Source: an optimization exercise on an open RTL-to-GDS flow (aim: small area, a short achievable clock period and few clock cycles per item). Production flows keep margins and buffers that such runs may drop.
RTL that was checked went through simulation tests only; none was proved equivalent to the original.
For runs 1 to 5, only the layout was checked, not whether the RTL still works.

File: flow/flow/run.sh
#!/bin/bash
# The standard layout, with the port buffers inserted at placement made
# buf_2 cells instead of the default pick. Every tool's output goes to a log
# file in this folder.
set -euo pipefail
bash standard.sh "BUFFER_PORTS_ARGS=-buffer_cell sky130_fd_sc_hd__buf_2" finish > standard_run.log 2>&1
File: flow/standard.sh
#!/bin/bash
# synth_recipe.tcl (not shown) runs the flow's synth.tcl, then flattens the netlist and writes it again
# the make line also repeats each setting of config.mk as NAME=value (left out here)
make -C /OpenROAD-flow-scripts/flow DESIGN_CONFIG=/design/flow/config.mk WORK_HOME=/design/flow/orfs CLKGATE_MAP_FILE= SYNTH_SCRIPT=/design/flow/synth_recipe.tcl "${@:-finish}"
File: flow/config.mk
export PLATFORM = sky130hd
export DESIGN_NAME = pwd_processor
export DESIGN_NICKNAME = pwd_processor
export VERILOG_FILES = /design/flow/design.v
export SDC_FILE = /design/flow/constraint.sdc
export NUM_CORES = 4
export LEC_CHECK = 0
export ABC_AREA = 1
export CAP_MARGIN = 20
export CORE_MARGIN = 2
export CORE_UTILIZATION = 40
export SLEW_MARGIN = 20
File: flow/constraint.sdc
create_clock -name core_clock -period 18.0 [get_ports {clk}]
set_input_delay 3.6000 -clock core_clock [delete_from_list [all_inputs] [get_ports {clk}]]
set_output_delay 3.6000 -clock core_clock [all_outputs]
set_load 0.01 [all_outputs]
File: flow/design.v
`default_nettype none
module pwd_processor (
    input  logic       clk,
    input  logic       rst_n,
    input  logic       in_valid,
    input  logic [8:0] in_data,
    output logic       busy,
    output logic       out_valid,
    output logic [8:0] out_data
);
    logic       vreg;
    logic [8:0] x;
    always_ff @(posedge clk or negedge rst_n) begin
        if (!rst_n) vreg <= 1'b0;
        else        vreg <= in_valid & ~busy;
    end
    always_ff @(posedge clk) x <= in_data;
    logic [8:0] d [4];       
    logic [2:0] m;           
    logic [2:0] r;           
    logic       done_col;    
    logic [8:0] dmin, dmax;    
    logic [8:0] h;           
    logic       cin;         
    logic       even;        
    logic       fresh;       
    logic [2:0] cnt;
    logic       pend, load, pop, ins;
    logic [2:0] rs;
    assign cnt  = m - r;
    assign pend = done_col | (~vreg & (cnt != 3'd0));
    assign pop  = (r != 3'd0);
    assign load = pend & (r[2:1] == 2'b00);
    assign ins  = vreg;
    assign rs   = load ? m : r;
    function automatic [11:0] radd(input [10:0] a, input [10:0] b, input ci);
        reg cc;
        integer k;
        begin
            cc = ci;
            for (k = 0; k < 11; k = k + 1) begin
                radd[k] = a[k] ^ b[k] ^ cc;
                cc = (a[k] & b[k]) | (cc & (a[k] | b[k]));
            end
            radd[11] = cc;
        end
    endfunction
    function automatic sgt(input [8:0] a, input [8:0] b);
        reg r;
        integer k;
        begin
            r = 1'b0;
            for (k = 0; k < 8; k = k + 1)
                r = (a[k] & ~b[k]) | ((a[k] | ~b[k]) & r);
            sgt = (b[8] & ~a[8]) | ((b[8] | ~a[8]) & r);
        end
    endfunction
    function automatic [8:0] decode(input [8:0] w);
        reg [3:0] hh, ll;
        reg [11:0] t;
        begin
            hh = w[7:4] ^ {4{w[8]}};
            ll = w[3:0] ^ {4{w[8]}};
            t  = {1'b0, hh, 3'b000} + {3'b0, hh, 1'b0} + {5'b0, ll} + (w[8] ? 9'd380 : 9'd479);
            decode = t[8:0];
        end
    endfunction
    logic [8:0] dx;
    assign dx = decode(x);
    logic [4:0] g, hpos;
    always_comb begin
        for (int i = 0; i < 4; i++)
            g[i] = (3'(i) >= rs) && (3'(i) < m) && sgt(x, d[i]);
        g[4] = 1'b0;
        for (int i = 0; i < 5; i++)
            hpos[i] = g[i] | (3'(i) == m);
    end
    logic [8:0] pre [5];
    always_comb begin
        for (int i = 0; i < 5; i++) begin
            if (ins && i > 0 && g[i-1])
                pre[i] = d[i-1];
            else if (ins && hpos[i])
                pre[i] = x;
            else
                pre[i] = (i < 4) ? d[i] : x;
        end
    end
    always_ff @(posedge clk) begin
        for (int i = 0; i < 4; i++)
            d[i] <= pop ? pre[i+1] : pre[i];
    end
    logic first_word;
    assign first_word = (rs == m);
    logic [8:0] lo_raw, hi_raw;
    logic [8:0] sa, sb;
    logic [11:0] sr;
    logic [9:0] sum;
    always_comb begin
        lo_raw = d[m[1:0] - 2'd1];
        hi_raw = r[0] ? d[1] : d[0];
        sa  = cnt[0] ? hi_raw : dmax;
        sb  = cnt[0] ? lo_raw : dmin;
        sr  = {2'b0, {sa[8], sa} + {sb[8], sb}};
        sum = sr[9:0];
    end
    always_ff @(posedge clk or negedge rst_n) begin
        if (!rst_n) begin
            m        <= '0;
            r        <= '0;
            done_col <= 1'b0;
        end else begin
            m        <= m + 3'(ins) - 3'(pop);
            r        <= load ? cnt : r - 3'(pop);
            done_col <= pend & ~load;
        end
    end
    always_ff @(posedge clk) begin
        if (ins) begin
            if (first_word || sgt(dmin, dx)) dmin <= dx;
            if (first_word || sgt(dx, dmax)) dmax <= dx;
        end
        if (load) begin
            h    <= sum[9:1];
            cin  <= ~(sum[9] & sum[0]);
            even <= ~cnt[0];
        end
        fresh <= load | (fresh & ~pop);
    end
    logic [2:0] r_next;
    assign r_next = load ? cnt : r - 3'(pop);
    always_ff @(posedge clk or negedge rst_n) begin
        if (!rst_n) busy <= 1'b0;
        else        busy <= ((vreg & ~in_valid) | busy) & (r_next >= 3'd3);
    end
    logic       c_valid, c_first;
    logic [8:0] c_reg;
    logic [8:0] v;
    assign v = even ? decode(d[0]) : d[0];
    logic [11:0] cres;
    assign cres = {3'b0, v + ~h + 9'(cin)};
    always_ff @(posedge clk or negedge rst_n) begin
        if (!rst_n) c_valid <= 1'b0;
        else        c_valid <= pop;
    end
    always_ff @(posedge clk) begin
        c_reg   <= cres[8:0];
        c_first <= fresh;
    end
    logic [10:0] b;
    assign b = {1'b0, ~out_data[8], out_data[7:0], 1'b0} + {2'b0, ~c_reg[8], c_reg[7:0]};
    function automatic [1:0] madd(input [1:0] p, input [1:0] q);
        madd = (p == 2'd0) ? q :
               (q == 2'd0) ? p :
               (p == q) ? ((p == 2'd1) ? 2'd2 : 2'd1) : 2'd0;
    endfunction
    logic [1:0] e [6];
    logic [1:0] rr [7];
    logic [1:0] e54, e32, e10;
    logic [11:0] qd;
    always_comb begin
        for (int k = 0; k < 6; k++) begin
            logic [1:0] dg;
            dg = (k == 5) ? {1'b0, b[10]} : b[2*k +: 2];
            e[k] = (dg == 2'd3) ? 2'd0 : dg;
        end
        e54   = madd(e[5], e[4]);
        e32   = madd(e[3], e[2]);
        e10   = madd(e[1], e[0]);
        rr[6] = 2'd0;
        rr[5] = e[5];
        rr[4] = e54;
        rr[3] = madd(e54, e[3]);
        rr[2] = madd(e54, e32);
        rr[1] = madd(rr[2], e[1]);
        rr[0] = madd(rr[2], e10);
        for (int k = 0; k < 6; k++) begin
            logic [3:0] t;
            t = {rr[k+1], 2'b00} + ((k == 5) ? {3'b0, b[10]} : {2'b0, b[2*k +: 2]});
            qd[2*k +: 2] = (t >= 4'd9) ? 2'd3 : (t >= 4'd6) ? 2'd2 : (t >= 4'd3) ? 2'd1 : 2'd0;
        end
    end
    logic       corr;
    logic [8:0] qt;
    always_comb begin
        corr = ~(b[10] | (b[9] & b[8])) & (rr[0] != 2'd0);
        for (int j = 0; j < 9; j++)
            qt[j] = qd[j] ^ (corr & ((qd[8:0] & ((9'd1 << j) - 9'd1)) == ((9'd1 << j) - 9'd1)));
    end
    always_ff @(posedge clk or negedge rst_n) begin
        if (!rst_n) out_valid <= 1'b0;
        else        out_valid <= c_valid;
    end
    always_ff @(posedge clk) begin
        out_data <= c_first ? c_reg : {~qt[8], qt[7:0]};
    end
endmodule
`default_nettype wire
==> results of run 1 <==
## Yosys cell counts, types with 5 or more instances
cell	instances	share of area, %
edfxtp_1	47	16
xor2_1	26	2.6
o21ai_0	57	3.2
inv_2	9	0.38
nand4_1	8	0.56
o221ai_1	8	0.79
nand2_1	287	12
nand3_2	14	1.6
fa_1	10	2.3
nand3_1	141	7.9
nand2_4	10	1.3
inv_1	157	6.6
clkbuf_1	23	0.97
or2_2	5	0.35
dfrtp_1	11	3.1
ha_1	86	12
a31oi_1	12	0.84
xnor2_1	21	2.1
nand2_2	16	1.1
a21oi_1	59	3.3
o22ai_1	25	1.8
o21bai_1	7	0.59
dfxtp_1	47	11
nor2_1	74	3.1
## path summary, 6_finish.rpt
path / from / end / cells past startpoint / slack, ns
worst min register to register: c_valid / out_valid / 0 / 0.36
worst min-delay path: c_valid / out_valid / 0 / 0.36
min in group asynchronous: rst_n / m[2] / 1 / 3.08
worst max register to register: x[8] / dmax[4] / 16 / 13.08
max in group asynchronous: rst_n / busy / 1 / 14.72
worst max-delay path: x[8] / dmax[4] / 16 / 13.08
## layout make-up
type,count,area [um2]
clock buffer,9,225
clock inverter,7,97.6
fill,2218,12300
inverter,170,638
multi-input combinational,906,5500
sequential,105,2630
tap,280,350
timing repair buffer,25,133
## worst reg2reg max path, delay by kind of cell, from the launching register on
family / cells / cell delay [ns]
buffers and inverters: 3 / 0.61
DFF: 1 / 0.78
xor gates and xnor gates: 1 / 0.33
adders and majority gates: 4 / 1.36
AOI/OAI and AO/OA: 6 / 1.32
and+or+nand+nor: 2 / 0.14
## cells by family (layout without fill, tap and decap cells)
family	after synthesis	count (layout)	synth area share, %
simple gates	573	573	30.2
compound gates	190	190	12.7
flops	105	105	29.5
buf+inv	201	211	8.62
xor+xnor	47	47	4.63
fa+ha+maj	96	96	14.3
## routing by layer
| metal | part of all wire [%] | wire, um |
|---|---|---|
| met2 | 48 | 11000 |
| met5 | 0 | 0 |
| met1 | 44 | 10300 |
| met3 | 5.0 | 1160 |
| met4 | 3.2 | 748 |
==> key figures, run 1 <==
Yosys
  • Sequential-to-total area share from yosys stat: 29.5%
  • Mapped Nets: approximately 1300
  • EDFF count, synth: 47
  • Unique masters post-synth: between 50 and 60
  • Post-Synthesis Cells: 1212
  • Async set-reset flop share out of synthesis: a little over a tenth
  • Mapped Area: between 0.008 and 0.009 mm2
  • #FFs+latches synth: 105
  • Top_reg_cell synth: edfxtp_1
  • Syn Area/Cell: 7.34 um2
  • Yosys warns: 6

STA
  • Slew HR: a little under two fifths
  • WHS: about 0.36 ns
  • Max Slew Vio Count: 0
  • Clk_skew: 0.0170 ns
  • Setup slack after layout: around 13 ns
  • Peak Freq: around 200 MHz
  • Setup TNS: 0 ns
  • Least-Margin Pin Slew: 0.929 ns
  • Fin crit share: a little over a quarter
  • Final Hold Fails: 0
  • RSZ-0062 raised after global routing: no
  • Final setup viols: 0
  • Minimum clock period: ~5 ns

GRT
  • Met1 usage: 25.6%
  • First-pass GRT wire length: around 38000 um
  • Met3 Use GR: under 10%
  • Met2 Track Usage GR: a little over a third
  • Vias in the first global route: approximately 7600
  • Top Usage Layer GRT: met2
  • Largest net degree at the start of global routing: between 40 and 50
  • Total track usage: 20.1%
  • Antenna violations before repair: 0
  • Global route total overflow: 0

Critical path
  • Slowest Stage Delay on Critical Path: 0.78 ns
  • Critical Path RT: 17.98 ns
  • CP max-delay cell: dfxtp_1
  • CP startpoint kind: flop
  • Arr. time, crit path: just under 5 ns
  • Sum of buffers and inverters on the critical path: 3
  • CP Capture Type: flop
  • WS Path Type: flop to flop
  • Worst-path cell chain: clkinv_1, ha_1, ha_1, inv_1, ha_1, ha_1, inv_1, nor2_1, o21ai_0, nand2_1, a21oi_1, o21ai_0, xor2_1, o21ai_0, o21bai_1, a21oi_1
  • Most Frequent Cell on Critical Path: ha_1
  • Worst-path fanout max: 17
  • Crit path max-delay family: adder cells

Placed design
  • Dpl hpwl: about 18000 um
  • Routability congestion estimate: 0.899
  • DP Worst Slack: 13.18 ns
  • Dpl cells: ~1500
  • Placed cell area: slightly above 0.009 mm2
  • Port buffer count: 22

CTS
  • Clock-pin slew on the worst setup and hold paths: approximately 0.08 ns
  • Clk buf depth: 2
  • Post CTS Setup Buffer Count: 0
  • CTS Sinks: between 100 and 150
  • CTS Buf Count: 9
  • Hold buffers post-CTS: 0
  • Clock root buffer: clkbuf_16
  • TritonCTS clock tree: yes
  • H-tree depth: 3
  • Post-cts resize count: 0
  • Clk Latency, worst-skew pair: between 0.3 and 0.4 ns

Die
  • Die ar.: ~0.023 mm2
  • # IOs: 23
  • Initial core utilization: between 40% and 50%
  • Core area: 0.0218 mm2
  • Die Height: between 150 and 200 um
  • # rows: 54
  • Die width: around 150 um

Drt
  • Detailed Routing Iterations Pass 1: 8
  • Final WL: ~23000 um
  • Initial drt markers: 580
  • Via count: ~7900
  • Post-route DRC violation count: 0
  • Antenna viol nets, final: 0
  • Post-DR vias/cell: 5.27
  • Routed length per placed instance: about 15 um

Layout
  • Most common cell after layout, fill and taps aside: nand2_1
  • Final Net Count: ~1300
  • Finished Layout Cells: between 1500 and 2000
  • Biggest register: d
  • Commonest cells after routing, fill and taps aside: nand2_1, inv_1, nand3_1, ha_1, nor2_1
  • Max reg flops: 36
  • Fraction of layout cells with a size suffix above 1: a little under a tenth
  • # diodes: 0
  • Area delta synth->final: 7.61%
  • Final Cell Area: roughly 0.0096 mm2
  • Core Util, Final: ~44%

Run status
  • Outcome: complete, no violations

Flow run
  • Max-cap violations: 0

Hold path
  • Worst hold path type: flop to flop
==> run 2: changes to the inputs <==
--- a/flow/design.v
+++ b/flow/design.v
@@ -56,4 +56,16 @@
         end
     endfunction
+    function automatic [8:0] decode_r(input [8:0] w);
+        reg [3:0] hh, ll;
+        reg [11:0] t;
+        begin
+            hh = w[7:4] ^ {4{w[8]}};
+            ll = w[3:0] ^ {4{w[8]}};
+            t  = radd({4'b0, hh, 3'b000}, {6'b0, hh, 1'b0}, 1'b0);
+            t  = radd(t[10:0], {7'b0, ll}, 1'b0);
+            t  = radd(t[10:0], w[8] ? 11'd380 : 11'd479, 1'b0);
+            decode_r = t[8:0];
+        end
+    endfunction
     function automatic [8:0] decode(input [8:0] w);
         reg [3:0] hh, ll;
@@ -126,5 +138,5 @@
             even <= ~cnt[0];
         end
-        fresh <= load | (fresh & ~pop);
+        fresh <= load;    
     end
     logic [2:0] r_next;
@@ -137,5 +149,5 @@
     logic [8:0] c_reg;
     logic [8:0] v;
-    assign v = even ? decode(d[0]) : d[0];
+    assign v = even ? decode_r(d[0]) : d[0];
     logic [11:0] cres;
     assign cres = {3'b0, v + ~h + 9'(cin)};
==> run 2 against run 1 <==
First-iteration DRC count grew 2.8%. Synthesized area shrank 2.3%. Non-clock buffer count is the same. Die area shrank 2.2%. Sequential cell count is the same. Worst hold slack lost 0.028 ns. Core utilization grew 0.063 points.
==> key figures, run 2 <==
CTS
  • H-tree depth: 3 (unchanged)
  • Post-cts resize count: 0 (unchanged)
  • Clk buf depth: 2 (unchanged)
  • Hold buffers post-CTS: 0 (unchanged)
  • Post CTS Setup Buffer Count: 0 (unchanged)
  • TritonCTS clock tree: yes
  • Clock-pin slew on the worst setup and hold paths: 0.07 ns (about the same)
  • CTS Sinks: 105 (unchanged)
  • CTS Buf Count: 9 (unchanged)
  • Clock root buffer: clkbuf_16
  • Clk Latency, worst-skew pair: 0.36 ns (about the same)

Drt
  • Via count: 7755 (-2.1%)
  • Antenna viol nets, final: 0 (unchanged)
  • Post-DR vias/cell: 5.24 (-0.65%)
  • Routed length per placed instance: 15.0 um (-3.3%)
  • Initial drt markers: 596 (+2.8%)
  • Detailed Routing Iterations Pass 1: 8 (unchanged)
  • Final WL: 22100 um (-4.7%)
  • Post-route DRC violation count: 0 (unchanged)

Layout
  • Area delta synth->final: 6.90%
  • Finished Layout Cells: 1480 (-1.5%)
  • Commonest cells after routing, fill and taps aside: nand2_1, inv_1, nand3_1, ha_1, nor2_1
  • Biggest register: d
  • Max reg flops: 36 (unchanged)
  • Fraction of layout cells with a size suffix above 1: 7.30% (-2.2 points)
  • Fill count: 2169 (-2.2%)
  • Final Net Count: 1306 (-1.4%)
  • Most common cell after layout, fill and taps aside: nand2_1
  • Core Util, Final: 43.9% (+0.063 points)
  • Final Cell Area: 0.00929 mm2 (-2.9%)
  • # diodes: 0 (unchanged)

STA
  • Final setup viols: 0 (unchanged)
  • Least-Margin Pin Slew: 1.04 ns (+0.109 ns)
  • Peak Freq: 203 MHz (-0.19%)
  • RSZ-0062 raised after global routing: no
  • Clk_skew: 0.0146 ns (-0.00237 ns)
  • Minimum clock period: 4.93 ns (+0.00950 ns)
  • Final Hold Fails: 0 (unchanged)
  • Slew HR: 30.4% (-7.4 points)
  • Setup TNS: 0 ns (unchanged)
  • Fin crit share: 27.4% (+0.053 points)
  • Max Slew Vio Count: 0 (unchanged)

Yosys
  • Commonest cells in the synthesized netlist: nand2_1, inv_1, nand3_1
  • Count leader, synth: nand2_1
  • Yosys warns: 6 (unchanged)
  • Unique masters post-synth: 50 (-2.0%)
  • Mapped Area: 0.00869 mm2 (-2.3%)
  • Syn Area/Cell: 7.24 um2 (-1.3%)
  • #FFs+latches synth: 105 (unchanged)
  • Top_reg_cell synth: edfxtp_1
  • Synth top area cells: edfxtp_1, nand2_1, ha_1
  • Sequential-to-total area share from yosys stat: 30.2% (+0.69 points)
  • Mapped Nets: 1306 (-1.1%)
  • Post-Synthesis Cells: 1200 (-0.99%)
  • EDFF count, synth: 47 (unchanged)
  • Top-area cell type share of the netlist area: 16.2% (+0.37 points)
  • Yosys top cell by area: edfxtp_1
  • Async set-reset flop share out of synthesis: 10.5% (unchanged)

GRT
  • Vias in the first global route: 7258 (-4.8%)
  • Total track usage: 20.1% (-0.039 points)
  • Antenna violations before repair: 0 (unchanged)
  • Global route total overflow: 0 (unchanged)
  • Largest net degree at the start of global routing: 43 (unchanged)
  • First-pass GRT wire length: 36400 um (-5.3%)

Die
  • # IOs: 23 (unchanged)
  • Die Height: 151 um (-1.1%)
  • # rows: 53 (-1.9%)
  • Die width: 151 um (-1.1%)
  • Core area: 0.0212 mm2 (-3.1%)
  • Die ar.: 0.0229 mm2 (-2.2%)
  • Initial core utilization: 41.1% (+0.33 points)

Critical path
  • Critical Path RT: 17.98 ns (about the same)
  • CP startpoint kind: flop
  • Worst-path fanout max: 18 (+1)
  • CP Capture Type: flop
  • Arr. time, crit path: 4.91 ns (about the same)
  • WS Path Type: flop to flop

Placed design
  • Placed cell area: 0.00901 mm2 (-2.5%)
  • Dpl hpwl: 17000 um (-5.9%)
  • Routability congestion estimate: 0.932 (+3.6%)
  • Dpl cells: 1464 (-1.5%)
  • Port buffer count: 22 (unchanged)

Flow run
  • Max-cap violations: 0 (unchanged)

Run status
  • Outcome: complete, no violations

Hold path
  • Worst hold path type: flop to flop
run 2: per-layer routing:
layer | share of wire [%] | GRT usage (%)
met1 | 45 | 25.9
met2 | 46 | 33.7
met3 | 5.5 | 3.34
met4 | 3.1 | 7.66
met5 | 0 | 0
run 2: layout make-up:
class,count,area (um2),area share [%]
Tap cell,275,344,3.70
Sequential cell,105,2630,28.3
Multi-Input combinational cell,898,5300,57.1
Timing Repair Buffer,25,133,1.43
Inverter,161,604,6.51
Clock buffer,9,225,2.42
Clock inverter,7,52.6,0.566
run 2: metrics by stage:
step	hold WS (ns)	worst slack, ns
2_1_floorplan	0.310	13.87
3_3_place_gp	0.310	13.30
3_5_place_dp	0.314	13.08
4_1_cts	0.332	13.01
5_1_grt	0.348	12.55
6_report	0.328	13.07
run 2: worst paths after layout:
kind,from,endpoint,slack [ns],depth (start not counted)
worst min register to register,fresh,c_first,0.33,0
min in group asynchronous,rst_n,m[0],3.10,1
max in group asynchronous,rst_n,out_valid,14.70,1
worst min-delay path,fresh,c_first,0.33,0
worst max-delay path,x[8],dmin[4],13.07,16
worst max register to register,x[8],dmin[4],13.07,16
run 2: worst max-delay path, stage by stage, from the launching register on:
cell and delay (ns):
dfxtp_1 0.66, clkinv_1 0.59, ha_1 0.52, inv_1 0.06, a21oi_1 0.10, o21ai_0 0.10
ha_1 0.30, ha_1 0.33, inv_1 0.06, or2_2 0.30, nand2_1 0.07, a21oi_1 0.07
xnor2_1 0.24, inv_1 0.13, nor2_1 0.11, o221ai_1 0.14, a31oi_1 0.78
run 2: logic make-up after synthesis:
kind of cell | Yosys count | share of synthesized area [%]
flip-flops | 105 | 30.2
XOR/XNOR | 44 | 4.43
buffers and inverters | 197 | 8.74
adder cells (fa/ha/maj) | 94 | 14.6
AND/OR/NAND/NOR | 546 | 27.8
AO/OA/AOI/OAI | 214 | 14.3
==> run 3: changes to the inputs <==
--- a/flow/design.v
+++ b/flow/design.v
@@ -68,4 +68,22 @@
         end
     endfunction
+    function automatic [8:0] decode_f(input [8:0] w);
+        reg [8:0] tb;
+        reg [31:0] oh;
+        reg [11:0] t;
+        begin
+            oh = 32'd1 << {w[8], w[7:4]};
+            tb[0] = |(oh & 32'h0000ffff);
+            tb[1] = |(oh & 32'h55555555);
+            tb[2] = |(oh & 32'hcccc9999);
+            tb[3] = |(oh & 32'h96964b4b);
+            tb[4] = |(oh & 32'hb24d926d);
+            tb[5] = |(oh & 32'h8e3ce38e);
+            tb[6] = |(oh & 32'h81fcfc0f);
+            tb[7] = |(oh & 32'h7ffc000f);
+            tb[8] = |(oh & 32'hfffc000f);
+            decode_f = tb + {5'b0, w[3:0] ^ {4{w[8]}}};
+        end
+    endfunction
     function automatic [8:0] decode(input [8:0] w);
         reg [3:0] hh, ll;
@@ -79,5 +97,5 @@
     endfunction
     logic [8:0] dx;
-    assign dx = decode(x);
+    assign dx = decode_f(x);
     logic [4:0] g, hpos;
     always_comb begin
==> run 3 against run 2 <==
Still clean. Worst setup slack improved by 0.21 ns. First-iteration DRC count rose by 27%. Wire length rose by 6.5%. Sequential share of layout area fell by 0.66 points. Synthesized cell count rose by 3.9%. Non-clock buffer count fell by 1. Synthesized area rose by 2.6%. Clock skew fell by 0.0039 ns. Largest cell class unchanged. Highest routed layer unchanged.
==> key figures, run 3 <==
Run status
  • Outcome: complete, no violations

GRT
  • Global route total overflow: 0 (unchanged)
  • First-pass GRT wire length: 39100 um (+7.4%)
  • Vias in the first global route: 7608 (+4.8%)
  • Total track usage: 20.3% (+0.20 points)
  • Antenna violations before repair: 0 (unchanged)
  • Largest net degree at the start of global routing: 46 (+7.0%)

CTS
  • Post CTS Setup Buffer Count: 0 (unchanged)
  • Post-cts resize count: 0 (unchanged)
  • Clk buf depth: 2 (unchanged)
  • CTS Buf Count: 9 (unchanged)
  • TritonCTS clock tree: yes
  • Clk Latency, worst-skew pair: 0.36 ns (about the same)
  • Clock-pin slew on the worst setup and hold paths: 0.08 ns (about the same)
  • H-tree depth: 3 (unchanged)
  • Clock root buffer: clkbuf_16
  • CTS Sinks: 105 (unchanged)
  • Hold buffers post-CTS: 0 (unchanged)

Yosys
  • Commonest cells in the synthesized netlist: nand2_1, inv_1, nand3_1
  • EDFF count, synth: 47 (unchanged)
  • Syn Area/Cell: 7.15 um2 (-1.2%)
  • Mapped Nets: 1343 (+2.8%)
  • #FFs+latches synth: 105 (unchanged)
  • Top_reg_cell synth: edfxtp_1
  • Post-synthesis simple-gate area fraction: 30.7% (+2.9 points)
  • Largest family of logic cells by synthesized area: simple AND/OR/NAND/NOR gates
  • Sequential-to-total area share from yosys stat: 29.5% (-0.78 points)
  • Count leader, synth: nand2_1
  • Compound-Gate Fraction of Synth Area: 13.1% (-1.2 points)
  • Top-area cell type share of the netlist area: 15.8% (-0.42 points)
  • Adder-Cell Fraction of Synth Area: 13.0% (-1.5 points)
  • Unique masters post-synth: 51 (+2.0%)
  • Synth top area cells: edfxtp_1, nand2_1, dfxtp_1
  • XOR/XNOR Fraction of Synth Area: 4.32% (-0.11 points)
  • Async set-reset flop share out of synthesis: 10.5% (unchanged)
  • Mux share of post-synthesis cell area: 0% (unchanged)
  • Yosys top cell by area: edfxtp_1
  • Yosys warns: 6 (unchanged)
  • Mapped Area: 0.00892 mm2 (+2.6%)
  • Post-Synthesis Cells: 1247 (+3.9%)

STA
  • Slew HR: 34.6% (+4.2 points)
  • Minimum clock period: 4.72 ns (-0.213 ns)
  • Least-Margin Pin Slew: 0.981 ns (-0.0577 ns)
  • Setup TNS: 0 ns (unchanged)
  • Clk_skew: 0.0107 ns (-0.00393 ns)
  • Fin crit share: 26.2% (-1.2 points)
  • Final Hold Fails: 0 (unchanged)
  • Final setup viols: 0 (unchanged)
  • Peak Freq: 212 MHz (+4.5%)
  • Setup slack after layout: 13.28 ns (+0.213 ns)
  • Max Slew Vio Count: 0 (unchanged)
  • RSZ-0062 raised after global routing: no

Drt
  • Antenna viol nets, final: 0 (unchanged)
  • Post-DR vias/cell: 5.32 (+1.5%)
  • Initial drt markers: 757 (+27%)
  • Detailed Routing Iterations Pass 1: 6 (-2)
  • Via count: 8142 (+5.0%)
  • Final WL: 23600 um (+6.5%)
  • Post-route DRC violation count: 0 (unchanged)
  • Routed length per placed instance: 15.4 um (+2.9%)

Critical path
  • Most Frequent Cell on Critical Path: nand2_1
  • WS Path Type: flop to flop
  • Cell count of the worst reg-to-reg path: 28 (+12)
  • Reg2Reg Setup Slack: 13.28 ns (+0.21 ns)
  • Slowest Stage Delay on Critical Path: 0.39 ns (-0.39 ns)
  • Worst-path fanout max: 10 (-8)
  • Arr. time, crit path: 4.97 ns (+0.06 ns)
  • CP max-delay cell: fa_1
  • FF-to-FF End: out_data[1]
  • CP startpoint kind: flop
  • RR Startpoint: out_data[0]
  • CP Capture Type: flop
  • Critical Path RT: 18.26 ns (+0.28 ns)

Layout
  • Most common cell after layout, fill and taps aside: nand2_1
  • # diodes: 0 (unchanged)
  • Max reg flops: 36 (unchanged)
  • Commonest cells after routing, fill and taps aside: nand2_1, inv_1, nand3_1, nor2_1, ha_1
  • Fraction of layout cells with a size suffix above 1: 8.23% (+0.93 points)
  • Final Net Count: 1342 (+2.8%)
  • Core Util, Final: 43.4% (-0.47 points)
  • Biggest register: d
  • Fill count: 2283 (+5.3%)
  • Area delta synth->final: 6.62%

Die
  • Die width: 153 um (+1.3%)
  • Die ar.: 0.0235 mm2 (+2.6%)
  • # rows: 54 (+1.9%)
  • Die Height: 153 um (+1.3%)
  • Core area: 0.0219 mm2 (+3.5%)
  • # IOs: 23 (unchanged)
  • Initial core utilization: 40.8% (-0.33 points)

Hold path
  • Critical hold path startpoint: fresh
  • Worst hold path type: flop to flop
  • WHS Endpoint: c_first
  • Hold path depth: 0 (unchanged)

Placed design
  • Port buffer count: 22 (unchanged)
  • Dpl hpwl: 18300 um (+7.6%)
  • DP Worst Slack: 13.28 ns (+0.202 ns)
  • Routability congestion estimate: 0.948 (+1.7%)

Flow run
  • Max-cap violations: 0 (unchanged)
## run 3: worst max-delay path: cells and delay by family, from the launching register on
kind                     cells  cell delay (ns)
AND/OR/NAND/NOR             13             1.39
XOR/XNOR                     2             0.53
buffers and inverters        4             0.32
flip-flops                   1             0.33
adder cells (fa/ha/maj)      4             1.03
AO/OA/AOI/OAI                5             0.99
## run 3: cell families after synthesis
| logic type | after synthesis |
|---|---|
| AOI/OAI and AO/OA | 198 |
| xor gates and xnor gates | 44 |
| adders and majority gates | 87 |
| buffers and inverters | 209 |
| DFF | 105 |
| and+or+nand+nor | 604 |
## run 3: area by class of cell
type                       count  area, um2  share of cell area [%]
multi-input combinational    933       5450                    57.3
sequential                   105       2630                    27.6
inverter                     173        652                    6.85
tap                          280        350                    3.68
clock buffer                  10        250                    2.63
timing repair buffer          24        125                    1.32
clock inverter                 6       52.6                   0.552
## run 3: metal layers
layer  GRT usage (%)  routed length (um)  share of wire [%]  vias up
met5               0                   0                  0        -
li1                -                   -                  -     4144
met2            32.7               10600                 45      254
met3            3.09                1410                6.0       30
met1            28.6               11100                 47     3714
met4            5.29                 408                1.7        0
## run 3: per-stage QoR
stage / hold WS (ns) / instances / area (um2)
floorplan: 0.310 / 1247 / 8920
global placement: 0.313 / 1515 / 9210
detailed placement: 0.320 / 1515 / 9210
CTS: 0.338 / 1531 / 9510
global route: 0.347 / 1531 / 9510
finish: 0.334 / 1531 / 9510
## run 3: worst max path at each step
stage	slack [ns]	cells after the start	startpoint	endpoint
after floorplan	13.74	28	out_data[0]	out_data[1]
after global placement	13.46	28	c_reg[1]	out_data[1]
after detailed placement	13.28	28	out_data[0]	out_data[1]
after CTS	13.27	28	out_data[0]	out_data[1]
after global routing	12.72	30	out_data[0]	out_data[1]
final	13.28	28	out_data[0]	out_data[1]
==> run 4: changes to the inputs <==
==> flow/flow/run.sh (replaced) <==
#!/bin/bash
# The standard layout, with two changes made through ORFS variables: the
# port buffers inserted at placement are buf_2 cells instead of the default
# pick, and clock tree synthesis uses a clkbuf_16 root and clkbuf_8 cells below it,
# and no dummy balancing loads. Every tool's output goes to a log file in
# this folder.
set -euo pipefail
bash standard.sh \
  "BUFFER_PORTS_ARGS=-buffer_cell sky130_fd_sc_hd__buf_2" \
  "CTS_ARGS=-sink_clustering_enable -repair_clock_nets -sink_clustering_size 40 -dont_use_dummy_load -root_buf sky130_fd_sc_hd__clkbuf_16 -buf_list sky130_fd_sc_hd__clkbuf_8" \
  finish > standard_run.log 2>&1
==> run 4 against run 3 <==
Non-clock buffer count unchanged. First-iteration DRC count decreased by 11%. Clock-buffer cell count decreased by 1. Core utilization decreased by 0.35 points. Final cell count decreased by 0.46%. Final area decreased by 0.82%. Fmax increased by 0.46%. Worst hold slack got worse by 0.0027 ns. Global-route usage about the same. Wire length increased by 0.36%. Critical path type unchanged.
==> key figures, run 4 <==
Critical path
  • FF-to-FF End: out_data[1]
  • Slowest Stage Delay on Critical Path: 0.39 ns (about the same)
  • CP startpoint kind: flop
  • Sum of buffers and inverters on the critical path: 4 (unchanged)
  • Most Frequent Cell on Critical Path: nand2_1
  • CP Capture Type: flop
  • Reg2Reg Setup Slack: 13.31 ns (+0.02 ns)
  • Worst-path fanout max: 10 (unchanged)
  • CP Depth: 28 (unchanged)
  • Crit path max-delay family: simple AND/OR/NAND/NOR gates
  • CP Capture Point: out_data[1]
  • CP max-delay cell: fa_1
  • RR Startpoint: out_data[0]
  • CP startpoint: out_data[0]
  • Cell count of the worst reg-to-reg path: 28 (unchanged)
  • WS Path Type: flop to flop
  • Arr. time, crit path: 4.95 ns (-0.02 ns)
  • Critical Path RT: 18.26 ns (about the same)

GRT
  • Antenna violations before repair: 0 (unchanged)
  • Vias in the first global route: 7588 (-0.26%)
  • Largest net degree at the start of global routing: 46 (unchanged)
  • First-pass GRT wire length: 38900 um (-0.49%)
  • Total track usage: 20.3% (-0.034 points)
  • Global route total overflow: 0 (unchanged)

Yosys
  • Synth top area cells: edfxtp_1, nand2_1, dfxtp_1
  • Post-Synthesis Cells: 1247 (unchanged)
  • Compound-Gate Fraction of Synth Area: 13.1% (unchanged)
  • Yosys warns: 6 (unchanged)
  • Commonest cells in the synthesized netlist: nand2_1, inv_1, nand3_1
  • Sequential-to-total area share from yosys stat: 29.5% (unchanged)
  • Yosys top cell by area: edfxtp_1
  • Mux share of post-synthesis cell area: 0% (unchanged)
  • Adder-Cell Fraction of Synth Area: 13.0% (unchanged)
  • Post-synthesis simple-gate area fraction: 30.7% (unchanged)
  • Count leader, synth: nand2_1
  • Async set-reset flop share out of synthesis: 10.5% (unchanged)
  • Largest family of logic cells by synthesized area: simple AND/OR/NAND/NOR gates
  • Unique masters post-synth: 51 (unchanged)
  • XOR/XNOR Fraction of Synth Area: 4.32% (unchanged)
  • #FFs+latches synth: 105 (unchanged)
  • Top-area cell type share of the netlist area: 15.8% (unchanged)
  • Mapped Area: 0.00892 mm2 (unchanged)
  • Top_reg_cell synth: edfxtp_1
  • Syn Area/Cell: 7.15 um2 (unchanged)
  • EDFF count, synth: 47 (unchanged)
  • Mapped Nets: 1343 (unchanged)

CTS
  • CTS Buf Count: 9 (unchanged)
  • TritonCTS clock tree: yes
  • Post CTS Setup Buffer Count: 0 (unchanged)
  • H-tree depth: 3 (unchanged)
  • Clock-pin slew on the worst setup and hold paths: 0.08 ns (about the same)
  • Post-cts resize count: 0 (unchanged)
  • CTS Sinks: 105 (unchanged)
  • Clk buf depth: 2 (unchanged)
  • Hold buffers post-CTS: 0 (unchanged)
  • Clock root buffer: clkbuf_16
  • Clk Latency, worst-skew pair: 0.36 ns (about the same)

Die
  • Die Height: 153 um (unchanged)
  • Initial core utilization: 40.8% (unchanged)
  • Core area: 0.0219 mm2 (unchanged)
  • # IOs: 23 (unchanged)
  • Die ar.: 0.0235 mm2 (unchanged)
  • Die width: 153 um (unchanged)
  • # rows: 54 (unchanged)

Drt
  • Routed length per placed instance: 15.5 um (+0.83%)
  • Initial drt markers: 676 (-11%)
  • Post-route DRC violation count: 0 (unchanged)
  • Final WL: 23700 um (+0.36%)
  • Antenna viol nets, final: 0 (unchanged)
  • Via count: 8122 (-0.25%)
  • Detailed Routing Iterations Pass 1: 7 (+1)
  • Post-DR vias/cell: 5.33 (+0.21%)

STA
  • Least-Margin Pin Slew: 0.964 ns (-0.0172 ns)
  • Final Hold Fails: 0 (unchanged)
  • Peak Freq: 213 MHz (+0.46%)
  • Minimum clock period: 4.69 ns (-0.0216 ns)
  • Slew HR: 35.8% (+1.1 points)
  • Fin crit share: 26.1% (-0.12 points)
  • Setup TNS: 0 ns (unchanged)
  • Final setup viols: 0 (unchanged)
  • Max Slew Vio Count: 0 (unchanged)
  • Clk_skew: 0.0205 ns (+0.00989 ns)
  • RSZ-0062 raised after global routing: no

Placed design
  • Dpl hpwl: 18300 um (unchanged)
  • Routability congestion estimate: 0.948 (unchanged)
  • Port buffer count: 22 (unchanged)

Layout
  • Most common cell after layout, fill and taps aside: nand2_1
  • Fill count: 2290 (+0.31%)
  • Commonest cells after routing, fill and taps aside: nand2_1, inv_1, nand3_1, nor2_1, ha_1
  • Fraction of layout cells with a size suffix above 1: 7.72% (-0.52 points)
  • # diodes: 0 (unchanged)
  • Max reg flops: 36 (unchanged)
  • Area delta synth->final: 5.75%
  • Final Net Count: 1342 (unchanged)
  • Biggest register: d

Hold path
  • Critical hold path startpoint: fresh
  • Worst hold path type: flop to flop

Run status
  • Outcome: complete, no violations

Flow run
  • Max-cap violations: 0 (unchanged)
run 4: cell counts after synthesis:
Identical to the previous run, type by type.
run 4: cell families after synthesis:
kind of cell,count (synthesis)
xor gates and xnor gates,44
DFF,105
adders and majority gates,87
AOI/OAI and AO/OA,198
and+or+nand+nor,604
buffers and inverters,209
run 4: layer usage:
| layer | up-vias | global-route usage [%] | wire length, um |
|---|---|---|---|
| li1 | 4132 | - | - |
| met1 | 3679 | 28.2 | 11200 |
| met2 | 273 | 32.2 | 10500 |
| met3 | 38 | 3.46 | 1370 |
| met4 | 0 | 6.38 | 583 |
| met5 | - | 0 | 0 |
run 4: final cells by class:
cell class | instances | area (um2) | share of cell area, %
clock buffers | 9 | 225 | 2.39
well taps | 280 | 350 | 3.71
flip-flops and latches | 105 | 2630 | 27.9
multi-input cells | 933 | 5450 | 57.8
inverters | 173 | 652 | 6.91
repair buffers | 24 | 125 | 1.33
run 4: how the worst min path moves through the flow:
stage               to  slack (ns)  depth (start not counted)
5_1_grt        c_first        0.34                          0
4_1_cts        c_first        0.34                          0
6_report       c_first        0.33                          0
3_5_place_dp   c_first        0.32                          0
2_1_floorplan  c_first        0.31                          0
3_3_place_gp   c_first        0.31                          0
run 4: metrics by stage:
| stage | hold WS [ns] | setup slack [ns] | instances | utilization, % | instance area, um2 |
|---|---|---|---|---|---|
| 2_1_floorplan | 0.310 | 13.74 | 1247 | - | 8920 |
| 3_3_place_gp | 0.313 | 13.46 | 1515 | 42.1 | 9210 |
| 3_5_place_dp | 0.320 | 13.28 | 1515 | 42.1 | 9210 |
| 4_1_cts | 0.335 | 13.29 | 1524 | 43.1 | 9430 |
| 5_1_grt | 0.345 | 12.73 | 1524 | 43.1 | 9430 |
| 6_report | 0.331 | 13.31 | 1524 | 43.1 | 9430 |
==> run 5: changes to the inputs <==
==> flow/flow/run.sh (replaced) <==
#!/bin/bash
set -euo pipefail
bash standard.sh \
  "BUFFER_PORTS_ARGS=-buffer_cell sky130_fd_sc_hd__buf_2" \
  "CTS_ARGS=-sink_clustering_enable -repair_clock_nets -sink_clustering_size 40 -dont_use_dummy_load -root_buf sky130_fd_sc_hd__clkbuf_16 -buf_list sky130_fd_sc_hd__clkbuf_8" \
  "SETUP_SLACK_MARGIN=13.8" \
  finish > standard_run.log 2>&1
==> run 5 against run 4 <==
Still clean. Die area did not move. Non-clock buffer count grew 28. Via count grew 0.91%. Global-route usage is 0.25 points higher. Core utilization up 2.3 points. Clock skew rose by 0.0041 ns. Largest cell class unchanged. Highest routed layer unchanged.
==> key figures, run 5 <==
Run status
  • Outcome: complete, no violations

Critical path
  • Sum of buffers and inverters on the critical path: 1 (-3)
  • Slowest Stage Delay on Critical Path: 0.40 ns (about the same)
  • Crit path max-delay family: flip-flops
  • CP Capture Type: primary output
  • Worst-path fanout max: 3 (-7)
  • Worst-path cell chain: buf_2
  • CP startpoint kind: flop
  • CP max-delay cell: dfrtp_1
  • Critical Path RT: 14.40 ns (-3.86 ns)
  • WS Path Type: flop to primary output
  • Arr. time, crit path: 0.89 ns (-4.06 ns)

Placed design
  • DP Worst Slack: 13.37 ns (+0.0859 ns)
  • Dpl hpwl: 18300 um (+0.40%)
  • Port buffer count: 22 (unchanged)
  • Routability congestion estimate: 0.910 (-3.9%)

STA
  • Minimum clock period: 4.49 ns (-0.202 ns)
  • RSZ-0062 raised after global routing: yes
  • Max Slew Vio Count: 0 (unchanged)
  • Peak Freq: 223 MHz (+4.5%)
  • Slew HR: 47.0% (+11 points)
  • Least-Margin Pin Slew: 0.792 ns (-0.172 ns)
  • Setup TNS: 0 ns (unchanged)
  • Final setup viols: 0 (unchanged)
  • WHS: 0.316 ns (-0.0156 ns)
  • Fin crit share: 25.0% (-1.1 points)
  • Final Hold Fails: 0 (unchanged)
  • Clk_skew: 0.0246 ns (+0.00410 ns)
  • Setup slack after layout: 13.51 ns (+0.202 ns)

Drt
  • Final WL: 24200 um (+2.2%)
  • Antenna viol nets, final: 0 (unchanged)
  • Detailed Routing Iterations Pass 1: 7 (unchanged)
  • Via count: 8196 (+0.91%)
  • Post-route DRC violation count: 0 (unchanged)
  • Routed length per placed instance: 15.6 um (+0.37%)
  • Initial drt markers: 666 (-1.5%)
  • Post-DR vias/cell: 5.28 (-0.91%)

Layout
  • Commonest cells after routing, fill and taps aside: nand2_1, inv_1, nand3_1, nor2_1, ha_1
  • Max reg flops: 36 (unchanged)
  • Core Util, Final: 45.4% (+2.3 points)
  • Area delta synth->final: 11.4%
  • Fraction of layout cells with a size suffix above 1: 13.4% (+5.7 points)
  • Most common cell after layout, fill and taps aside: nand2_1
  • Biggest register: d
  • # diodes: 0 (unchanged)
  • Final Net Count: 1370 (+2.1%)

Yosys
  • #FFs+latches synth: 105 (unchanged)
  • XOR/XNOR Fraction of Synth Area: 4.32% (unchanged)
  • Syn Area/Cell: 7.15 um2 (unchanged)
  • Sequential-to-total area share from yosys stat: 29.5% (unchanged)
  • Synth top area cells: edfxtp_1, nand2_1, dfxtp_1
  • Compound-Gate Fraction of Synth Area: 13.1% (unchanged)
  • Largest family of logic cells by synthesized area: simple AND/OR/NAND/NOR gates
  • Post-synthesis simple-gate area fraction: 30.7% (unchanged)
  • Mapped Area: 0.00892 mm2 (unchanged)
  • Unique masters post-synth: 51 (unchanged)
  • Count leader, synth: nand2_1
  • Adder-Cell Fraction of Synth Area: 13.0% (unchanged)
  • EDFF count, synth: 47 (unchanged)
  • Top_reg_cell synth: edfxtp_1
  • Top-area cell type share of the netlist area: 15.8% (unchanged)
  • Yosys top cell by area: edfxtp_1
  • Commonest cells in the synthesized netlist: nand2_1, inv_1, nand3_1
  • Mapped Nets: 1343 (unchanged)
  • Post-Synthesis Cells: 1247 (unchanged)
  • Yosys warns: 6 (unchanged)
  • Async set-reset flop share out of synthesis: 10.5% (unchanged)
  • Mux share of post-synthesis cell area: 0% (unchanged)

GRT
  • Global route total overflow: 0 (unchanged)
  • First-pass GRT wire length: 39100 um (+0.64%)
  • Total track usage: 20.5% (+0.25 points)
  • Antenna violations before repair: 0 (unchanged)
  • Vias in the first global route: 7570 (-0.24%)
  • Largest net degree at the start of global routing: 46 (unchanged)

CTS
  • TritonCTS clock tree: yes
  • Clock root buffer: clkbuf_16
  • Hold buffers post-CTS: 0 (unchanged)
  • Clk Latency, worst-skew pair: 0.36 ns (about the same)
  • CTS Buf Count: 9 (unchanged)
  • Clk buf depth: 2 (unchanged)
  • CTS Sinks: 105 (unchanged)
  • Clock-pin slew on the worst setup and hold paths: 0.07 ns (about the same)
  • H-tree depth: 3 (unchanged)

Die
  • # rows: 54 (unchanged)
  • Die width: 153 um (unchanged)
  • Core area: 0.0219 mm2 (unchanged)
  • # IOs: 23 (unchanged)
  • Die ar.: 0.0235 mm2 (unchanged)
  • Initial core utilization: 40.8% (unchanged)
  • Die Height: 153 um (unchanged)

Flow run
  • Max-cap violations: 0 (unchanged)

Hold path
  • Worst hold path type: flop to flop
run 5: cell counts after synthesis:
Identical to the previous run, type by type.
run 5: metrics by stage:
step / area [um2] / cells
2_1_floorplan: 8930 / 1247
3_3_place_gp: 9220 / 1516
3_5_place_dp: 9220 / 1516
4_1_cts: 9660 / 1537
5_1_grt: 9930 / 1552
6_report: 9930 / 1552
run 5: path summary, 6_finish.rpt:
path | from | endpoint | slack [ns] | cells past startpoint
worst max-delay path | busy | busy | 13.51 | 1
worst min-delay path | fresh | c_first | 0.32 | 0
worst max register to register | c_reg[1] | out_data[1] | 13.78 | 28
worst min register to register | fresh | c_first | 0.32 | 0
max in group asynchronous | rst_n | m[2] | 14.68 | 1
min in group asynchronous | rst_n | vreg | 3.11 | 1
run 5: cell families after synthesis:
family,after synthesis
fa+ha+maj,87
flops,105
buf+inv,209
simple gates,604
compound gates,198
xor+xnor,44
run 5: cell type report:
| type | instances | area (um2) |
|---|---|---|
| fill | 2224 | 12000 |
| multi-input combinational | 933 | 5650 |
| sequential | 105 | 2650 |
| inverter | 173 | 659 |
| timing repair buffer | 52 | 404 |
| tap | 280 | 350 |
| clock buffer | 9 | 225 |
run 5: repair_timing:
action                                  in CTS  in global routing
gates resized for setup                     31                 41
buffers inserted                            12                 15
gates cloned                                 0                  0
endpoints found under the setup margin      40                 42
pin swaps                                    5                 18
run 5: per-layer routing:
metal	share of wire, %	vias to the layer above	global-route usage [%]
met5	0	-	0
met4	1.8	0	5.33
met3	6.0	23	4.00
met2	46	267	33.0
met1	46	3720	28.3
li1	-	4186	-
==> run 6: changes to the inputs <==
--- a/flow/design.v
+++ b/flow/design.v
@@ -178,6 +178,10 @@
         c_first <= fresh;
     end
+    logic [8:0]  sq;
+    logic        sk;
+    logic [8:0]  cp;
     logic [10:0] b;
-    assign b = {1'b0, ~out_data[8], out_data[7:0], 1'b0} + {2'b0, ~c_reg[8], c_reg[7:0]};
+    assign cp = {~c_reg[8], c_reg[7:0]};
+    assign b  = {{1'b0, sq} + {2'b0, cp[8:1]} + {9'b0, sk}, cp[0]};
     function automatic [1:0] madd(input [1:0] p, input [1:0] q);
         madd = (p == 2'd0) ? q :
@@ -206,22 +210,39 @@
         rr[0] = madd(rr[2], e10);
         for (int k = 0; k < 6; k++) begin
-            logic [3:0] t;
-            t = {rr[k+1], 2'b00} + ((k == 5) ? {3'b0, b[10]} : {2'b0, b[2*k +: 2]});
-            qd[2*k +: 2] = (t >= 4'd9) ? 2'd3 : (t >= 4'd6) ? 2'd2 : (t >= 4'd3) ? 2'd1 : 2'd0;
-        end
-    end
-    logic       corr;
-    logic [8:0] qt;
-    always_comb begin
-        corr = ~(b[10] | (b[9] & b[8])) & (rr[0] != 2'd0);
-        for (int j = 0; j < 9; j++)
-            qt[j] = qd[j] ^ (corr & ((qd[8:0] & ((9'd1 << j) - 9'd1)) == ((9'd1 << j) - 9'd1)));
-    end
-    always_ff @(posedge clk or negedge rst_n) begin
-        if (!rst_n) out_valid <= 1'b0;
-        else        out_valid <= c_valid;
-    end
-    always_ff @(posedge clk) begin
-        out_data <= c_first ? c_reg : {~qt[8], qt[7:0]};
+            logic [1:0] dg;
+            dg = (k == 5) ? {1'b0, b[10]} : b[2*k +: 2];
+            case ({rr[k+1], dg})
+                4'b00_00, 4'b00_01, 4'b00_10: qd[2*k +: 2] = 2'd0;
+                4'b00_11, 4'b01_00, 4'b01_01: qd[2*k +: 2] = 2'd1;
+                4'b01_10, 4'b01_11, 4'b10_00: qd[2*k +: 2] = 2'd2;
+                default:                      qd[2*k +: 2] = 2'd3;
+            endcase
+        end
+    end
+    logic corr;
+    assign corr = ~(b[10] | (b[9] & b[8])) & (rr[0] != 2'd0);
+    always_ff @(posedge clk) begin
+        if (c_first) begin
+            sq <= cp;
+            sk <= 1'b0;
+        end else begin
+            sq <= qd[8:0];
+            sk <= corr;
+        end
+    end
+    logic       s_valid;
+    logic [8:0] st;
+    assign st = sq + {8'b0, sk};
+    always_ff @(posedge clk or negedge rst_n) begin
+        if (!rst_n) begin
+            s_valid   <= 1'b0;
+            out_valid <= 1'b0;
+        end else begin
+            s_valid   <= c_valid;
+            out_valid <= s_valid;
+        end
+    end
+    always_ff @(posedge clk) begin
+        out_data <= {~st[8], st[7:0]};
     end
 endmodule
==> flow/flow/run.sh (replaced) <==
#!/bin/bash
# The standard layout, with two changes made through ORFS variables: the
# port buffers inserted at placement are buf_2 cells instead of the default
# pick, and clock tree synthesis uses larger sink clusters of clkbuf_8 cells
# and no dummy balancing loads. Every tool's output goes to a log file in
# this folder.
set -euo pipefail
bash standard.sh \
  "BUFFER_PORTS_ARGS=-buffer_cell sky130_fd_sc_hd__buf_2" \
  "CTS_ARGS=-sink_clustering_enable -repair_clock_nets -sink_clustering_size 40 -dont_use_dummy_load -buf_list sky130_fd_sc_hd__clkbuf_8" \
  finish > standard_run.log 2>&1
==> run 6 against run 5 <==
Still clean on timing, DRC and antenna. Via count down 1.6%. Synthesized area grew 1.4%. Critical path type unchanged.
==> key figures, run 6 <==
Yosys
  • Mapped Area: 0.00905 mm2 (+1.4%)
  • Top-area cell type share of the netlist area: 15.6% (-0.22 points)
  • Sequential-to-total area share from yosys stat: 31.5% (+2.1 points)
  • Yosys warns: 6 (unchanged)
  • Async set-reset flop share out of synthesis: 10.3% (-0.13 points)
  • Post-Synthesis Cells: 1265 (+1.4%)
  • Unique masters post-synth: 52 (+2.0%)
  • Yosys top cell by area: edfxtp_1
  • Top_reg_cell synth: dfxtp_1
  • EDFF count, synth: 47 (unchanged)
  • Commonest cells in the synthesized netlist: nand2_1, inv_1, nand3_1
  • Mapped Nets: 1358 (+1.1%)
  • Syn Area/Cell: 7.15 um2 (about the same)
  • #FFs+latches synth: 116 (+10%)
  • Synth top area cells: edfxtp_1, dfxtp_1, nand2_1
  • Count leader, synth: nand2_1

Critical path
  • WS Path Type: flop to primary output
  • Arr. time, crit path: 0.98 ns (+0.09 ns)
  • Sum of buffers and inverters on the critical path: 1 (unchanged)
  • Worst-path fanout max: 3 (unchanged)
  • CP Capture Type: primary output
  • CP startpoint kind: flop
  • FF-to-FF End: c_reg[8]
  • Critical Path RT: 14.40 ns (about the same)
  • CP max-delay cell: dfrtp_1
  • Crit path max-delay family: flip-flops
  • Slowest Stage Delay on Critical Path: 0.39 ns (about the same)
  • RR Startpoint: d[0][8]
  • Reg2Reg Setup Slack: 13.51 ns (-0.27 ns)
  • Worst-path cell chain: buf_2
  • Cell count of the worst reg-to-reg path: 14 (-50%)

Placed design
  • Placed cell area: 0.00934 mm2 (+1.3%)
  • Port buffer count: 22 (unchanged)
  • DP Worst Slack: 13.47 ns (+0.103 ns)
  • Routability congestion estimate: 0.863 (-5.3%)
  • Dpl hpwl: 17700 um (-3.3%)
  • Dpl cells: 1534 (+1.2%)

Hold path
  • Worst hold path type: flop to flop
  • Critical hold path startpoint: fresh
  • Hold path depth: 0 (unchanged)
  • WHS Endpoint: c_first

Layout
  • Area delta synth->final: 5.86%
  • Commonest cells after routing, fill and taps aside: nand2_1, inv_1, nand3_1, nor2_1, ha_1
  • # diodes: 0 (unchanged)
  • Biggest register: d
  • Max reg flops: 36 (unchanged)
  • Final Cell Area: 0.00958 mm2 (-3.6%)
  • Core Util, Final: 42.7% (-2.7 points)
  • Most common cell after layout, fill and taps aside: nand2_1
  • Finished Layout Cells: 1551 (-0.064%)
  • Fraction of layout cells with a size suffix above 1: 6.64% (-6.8 points)
  • Final Net Count: 1361 (-0.66%)

CTS
  • Post CTS Setup Buffer Count: 0 (-12)
  • Hold buffers post-CTS: 0 (unchanged)
  • Clock root buffer: clkbuf_8
  • Clk buf depth: 2 (unchanged)
  • Clk Latency, worst-skew pair: 0.46 ns (+0.10 ns)
  • H-tree depth: 4 (+1)
  • Clock-pin slew on the worst setup and hold paths: 0.08 ns (about the same)
  • CTS Buf Count: 17 (+8)
  • CTS Sinks: 116 (+10%)
  • TritonCTS clock tree: yes
  • Post-cts resize count: 0 (-100%)

STA
  • Setup slack after layout: 13.42 ns (-0.0888 ns)
  • Clk_skew: 0.0424 ns (+0.0178 ns)
  • Setup TNS: 0 ns (unchanged)
  • Max Slew Vio Count: 0 (unchanged)
  • Peak Freq: 218 MHz (-1.9%)
  • Final setup viols: 0 (unchanged)
  • Minimum clock period: 4.58 ns (+0.0888 ns)
  • Least-Margin Pin Slew: 0.824 ns (+0.0323 ns)
  • RSZ-0062 raised after global routing: no
  • Final Hold Fails: 0 (unchanged)
  • Fin crit share: 25.4% (+0.49 points)
  • Slew HR: 45.1% (-2.0 points)

Drt
  • Via count: 8064 (-1.6%)
  • Antenna viol nets, final: 0 (unchanged)
  • Routed length per placed instance: 14.7 um (-5.8%)
  • Post-DR vias/cell: 5.20 (-1.5%)
  • Detailed Routing Iterations Pass 1: 6 (-1)
  • Initial drt markers: 563 (-15%)
  • Post-route DRC violation count: 0 (unchanged)
  • Final WL: 22800 um (-5.8%)

GRT
  • Met1 usage: 23.5% (-4.9 points)
  • Total track usage: 19.6% (-0.93 points)
  • Global route total overflow: 0 (unchanged)
  • First-pass GRT wire length: 37500 um (-4.2%)
  • Top Usage Layer GRT: met2
  • Met3 Use GR: 3.17% (-0.83 points)
  • Vias in the first global route: 7665 (+1.3%)
  • Antenna violations before repair: 0 (unchanged)
  • Largest net degree at the start of global routing: 43 (-6.5%)
  • Met2 Track Usage GR: 35.6% (+2.5 points)

Die
  • Die ar.: 0.0238 mm2 (+1.4%)
  • # rows: 55 (+1.9%)
  • Core area: 0.0224 mm2 (+2.5%)
  • Initial core utilization: 40.3% (-0.42 points)
  • Die Height: 154 um (+0.69%)
  • Die width: 154 um (+0.69%)
  • # IOs: 23 (unchanged)

Run status
  • Outcome: complete, no violations

Flow run
  • Max-cap violations: 0 (unchanged)
run 6: worst max path at each step:
stage                       start  endpoint  slack, ns  cells after the start
after detailed placement  d[0][8]  c_reg[8]      13.47                     14
after CTS                    busy      busy      13.39                      1
after floorplan              busy      busy      14.01                      0
after global routing        sq[0]     sq[0]      13.16                     28
after global placement    d[0][8]  c_reg[8]      13.51                     14
final                        busy      busy      13.42                      1
run 6: layer usage:
metal,vias to the layer above,wire length (um)
met1,3644,9980
li1,4186,-
met3,29,1030
met5,-,0
met4,0,553
met2,205,11200
run 6: area by class of cell:
cell class | instances | area (um2)
inverters | 176 | 663
multi-input cells | 933 | 5350
repair buffers | 24 | 125
flip-flops and latches | 116 | 2850
well taps | 285 | 357
fillers | 2307 | 12900
clock buffers | 17 | 234
run 6: metrics by stage:
stage                     hold WS [ns]
final                            0.332
after global routing             0.345
after CTS                        0.339
after detailed placement         0.325
after global placement           0.313
after floorplan                  0.310
run 6: cells by family after synthesis:
group                    count (synthesis)  synth area share, %
XOR/XNOR                                48                 4.65
AND/OR/NAND/NOR                        598                 28.8
flip-flops                             116                 31.5
buffers and inverters                  216                 9.38
adder cells (fa/ha/maj)                 82                 12.3
AO/OA/AOI/OAI                          205                 13.4
Testbench counts of run 6, summed over its fixed seeds: cycles 8,555, bursts 2,400.
==> run 7: changes to the inputs <==
==> flow/flow/run.sh (replaced) <==
#!/bin/bash
# The standard layout, with two changes made through ORFS variables: the
# port buffers inserted at placement are buf_2 cells instead of the default
# pick, and clock tree synthesis uses a clkbuf_16 root and clkbuf_8 cells below it,
# and no dummy balancing loads. Every tool's output goes to a log file in
# this folder.
set -euo pipefail
bash standard.sh \
  "BUFFER_PORTS_ARGS=-buffer_cell sky130_fd_sc_hd__buf_2" \
  "CTS_ARGS=-sink_clustering_enable -repair_clock_nets -sink_clustering_size 40 -dont_use_dummy_load -root_buf sky130_fd_sc_hd__clkbuf_16 -buf_list sky130_fd_sc_hd__clkbuf_8" \
  finish > standard_run.log 2>&1
--- a/flow/config.mk
+++ b/flow/config.mk
@@ -9,4 +9,5 @@
 export CAP_MARGIN = 20
 export CORE_MARGIN = 2
-export CORE_UTILIZATION = 40
+export CORE_UTILIZATION = 65
+export PLACE_DENSITY = 0.75
 export SLEW_MARGIN = 20
==> run 7 against run 6 <==
Global-route usage is 12 points higher. Worst hold slack lost 0.0038 ns. Wire length is 0.66% lower. Final area is 1.3% lower. First-iteration DRC count up 18%. Fmax fell by 2.0%. Non-clock buffer count fell by 1. Sequential cell count unchanged. Die area is 38% lower. Critical endpoint is now dmax[1]. Largest cell class unchanged.
==> key figures, run 7 <==
Run status
  • Outcome: complete, no violations

Die
  • # rows: 43 (-22%)
  • Die ar.: 0.0149 mm2 (-38%)
  • Die width: 122 um (-21%)

CTS
  • Post CTS Setup Buffer Count: 0 (unchanged)
  • CTS Sinks: 116 (unchanged)
  • Clk buf depth: 2 (unchanged)
  • CTS Buf Count: 17 (unchanged)
  • Post-cts resize count: 0 (unchanged)
  • TritonCTS clock tree: yes
  • H-tree depth: 4 (unchanged)

Yosys
  • Async set-reset flop share out of synthesis: 10.3% (unchanged)
  • Top-area cell type share of the netlist area: 15.6% (unchanged)
  • EDFF count, synth: 47 (unchanged)
  • Yosys top cell by area: edfxtp_1
  • Unique masters post-synth: 52 (unchanged)
  • Mapped Area: 0.00905 mm2 (unchanged)
  • Synth top area cells: edfxtp_1, dfxtp_1, nand2_1
  • Yosys warns: 6 (unchanged)
  • #FFs+latches synth: 116 (unchanged)
  • Mapped Nets: 1358 (unchanged)
  • Sequential-to-total area share from yosys stat: 31.5% (unchanged)
  • Post-Synthesis Cells: 1265 (unchanged)
  • Commonest cells in the synthesized netlist: nand2_1, inv_1, nand3_1

Critical path
  • Slowest Stage Delay on Critical Path: 0.87 ns (+0.48 ns)
  • CP Capture Type: flop
  • Worst-path cell chain: clkinv_1, nand2_1, o21ai_0, a211oi_1, nand3_1, ha_1, inv_1, o31ai_1, nand3_1, o21ai_1, nand2_1, nand2_1, o21ai_1, inv_1, nand2_1, a21oi_1
  • Sum of buffers and inverters on the critical path: 3 (+2)
  • CP startpoint kind: flop
  • CP max-delay cell: dfxtp_1
  • Cell count of the worst reg-to-reg path: 16 (+2)

Layout
  • Area delta synth->final: 4.45%
  • Core Util, Final: 68.9% (+26 points)
  • # diodes: 0 (unchanged)
  • Max reg flops: 36 (unchanged)
  • Final Cell Area: 0.00945 mm2 (-1.3%)
  • Fill count: 1209 (-48%)
  • Finished Layout Cells: 1445 (-6.8%)
  • Fraction of layout cells with a size suffix above 1: 6.56% (-0.074 points)
  • Most common cell after layout, fill and taps aside: nand2_1

Drt
  • Initial drt markers: 664 (+18%)
  • Routed length per placed instance: 15.7 um (+6.6%)
  • Post-DR vias/cell: 5.78 (+11%)
  • Via count: 8357 (+3.6%)
  • Post-route DRC violation count: 0 (unchanged)

GRT
  • Global route total overflow: 0 (unchanged)
  • Vias in the first global route: 7723 (+0.76%)
  • Antenna violations before repair: 0 (unchanged)
  • Largest net degree at the start of global routing: 42 (-2.3%)
  • First-pass GRT wire length: 36900 um (-1.5%)

STA
  • Max Slew Vio Count: 0 (unchanged)
  • Minimum clock period: 4.67 ns (+0.0940 ns)
  • RSZ-0062 raised after global routing: no
  • Fin crit share: 26.0% (+0.52 points)
  • Final Hold Fails: 0 (unchanged)
  • Setup slack after layout: 13.33 ns (-0.0940 ns)
  • Final setup viols: 0 (unchanged)
  • Clk_skew: 0.0220 ns (-0.0204 ns)
  • Least-Margin Pin Slew: 0.887 ns (+0.0634 ns)
  • Setup TNS: 0 ns (unchanged)

Placed design
  • Routability congestion estimate: 0.919 (+6.6%)
  • Dpl cells: 1428 (-6.9%)
  • Dpl hpwl: 17500 um (-1.2%)
  • Placed cell area: 0.00921 mm2 (-1.5%)
  • Port buffer count: 22 (unchanged)

Hold path
  • Worst hold path type: flop to flop
  • Hold path depth: 0 (unchanged)
  • Critical hold path startpoint: fresh
-- run 7: cell types whose count changed in the layout (fill, tap and decap cells not counted) --
cell       before  now
clkbuf_16       0    1
clkbuf_8       17   16
buf_4           2    1
-- run 7: worst register-to-register path: cells and delay by family, from the launching register on --
kind	cells	cell delay [ns]
adders and majority gates	1	0.32
buffers and inverters	3	0.67
AOI/OAI and AO/OA	6	1.65
and+or+nand+nor	6	0.79
DFF	1	0.87
-- run 7: cell type report --
type	count	area (um2)	area share (%)
inverter	176	663	7.02
sequential	116	2850	30.2
multi-input combinational	933	5350	56.6
clock buffer	17	245	2.59
tap	180	225	2.38
timing repair buffer	23	118	1.24
-- run 7: cell families after synthesis --
| group | Yosys count | synth area share (%) |
|---|---|---|
| AOI/OAI and AO/OA | 205 | 13.4 |
| xor gates and xnor gates | 48 | 4.65 |
| adders and majority gates | 82 | 12.3 |
| buffers and inverters | 216 | 9.38 |
| DFF | 116 | 31.5 |
| and+or+nand+nor | 598 | 28.8 |
-- run 7: worst max path at each step --
| stage | start | to | slack (ns) | cells past startpoint |
|---|---|---|---|---|
| 2_1_floorplan | busy | busy | 14.01 | 0 |
| 3_3_place_gp | x[8] | dmax[5] | 13.57 | 16 |
| 3_5_place_dp | x[8] | dmax[5] | 13.46 | 16 |
| 4_1_cts | x[8] | dmax[1] | 13.45 | 16 |
| 5_1_grt | x[8] | dmax[8] | 12.86 | 16 |
| 6_report | x[8] | dmax[1] | 13.33 | 16 |
-- run 7: per-layer routing --
layer,vias to the layer above,global-route usage (%),part of all wire (%)
met4,0,15.9,4.3
met5,-,0,0
met2,339,55.3,49
met3,68,5.90,6.6
met1,3767,37.9,40
li1,4183,-,-

[separate check: timing with driven ports]
How much do the figures lean on ideal ports? The routed layouts below were timed once more, with nothing changed but the port constraints. Step 1 assumes that a clkbuf_16 drives the clock port and a buf_2 every other input. Step 2 adds t to the input delays and takes it off the output delays; t is the mean of the earliest and latest rising clock arrival at the registers after step 1. Input paths then give back, and output paths get back, about the clock's delay inside the block. Slacks: ideal / step 1 / step 2; pairs: ideal / step 1.
run	t, ns	slack for setup (ns)	worst setup path at the end	worst data-port slew with drivers (ns)	pins driven straight from the clock port
run 1	0.400	13.081 / 13.081 / 13.081	register to register	0.03	1
run 2	0.402	13.071 / 13.071 / 13.071	register to register	0.03	1
run 3	0.397	13.285 / 13.285 / 13.285	register to register	0.03	1
run 4	0.388	13.307 / 13.307 / 13.307	register to register	0.03	1
run 5	0.398	13.508 / 13.462 / 13.779	register to register	0.04	1
run 6	0.480	13.419 / 13.375 / 13.514	register to register	0.03	1
run 7	0.413	13.326 / 13.326 / 13.326	register to register	0.03	1
After both steps setup and hold are still met in every run listed.
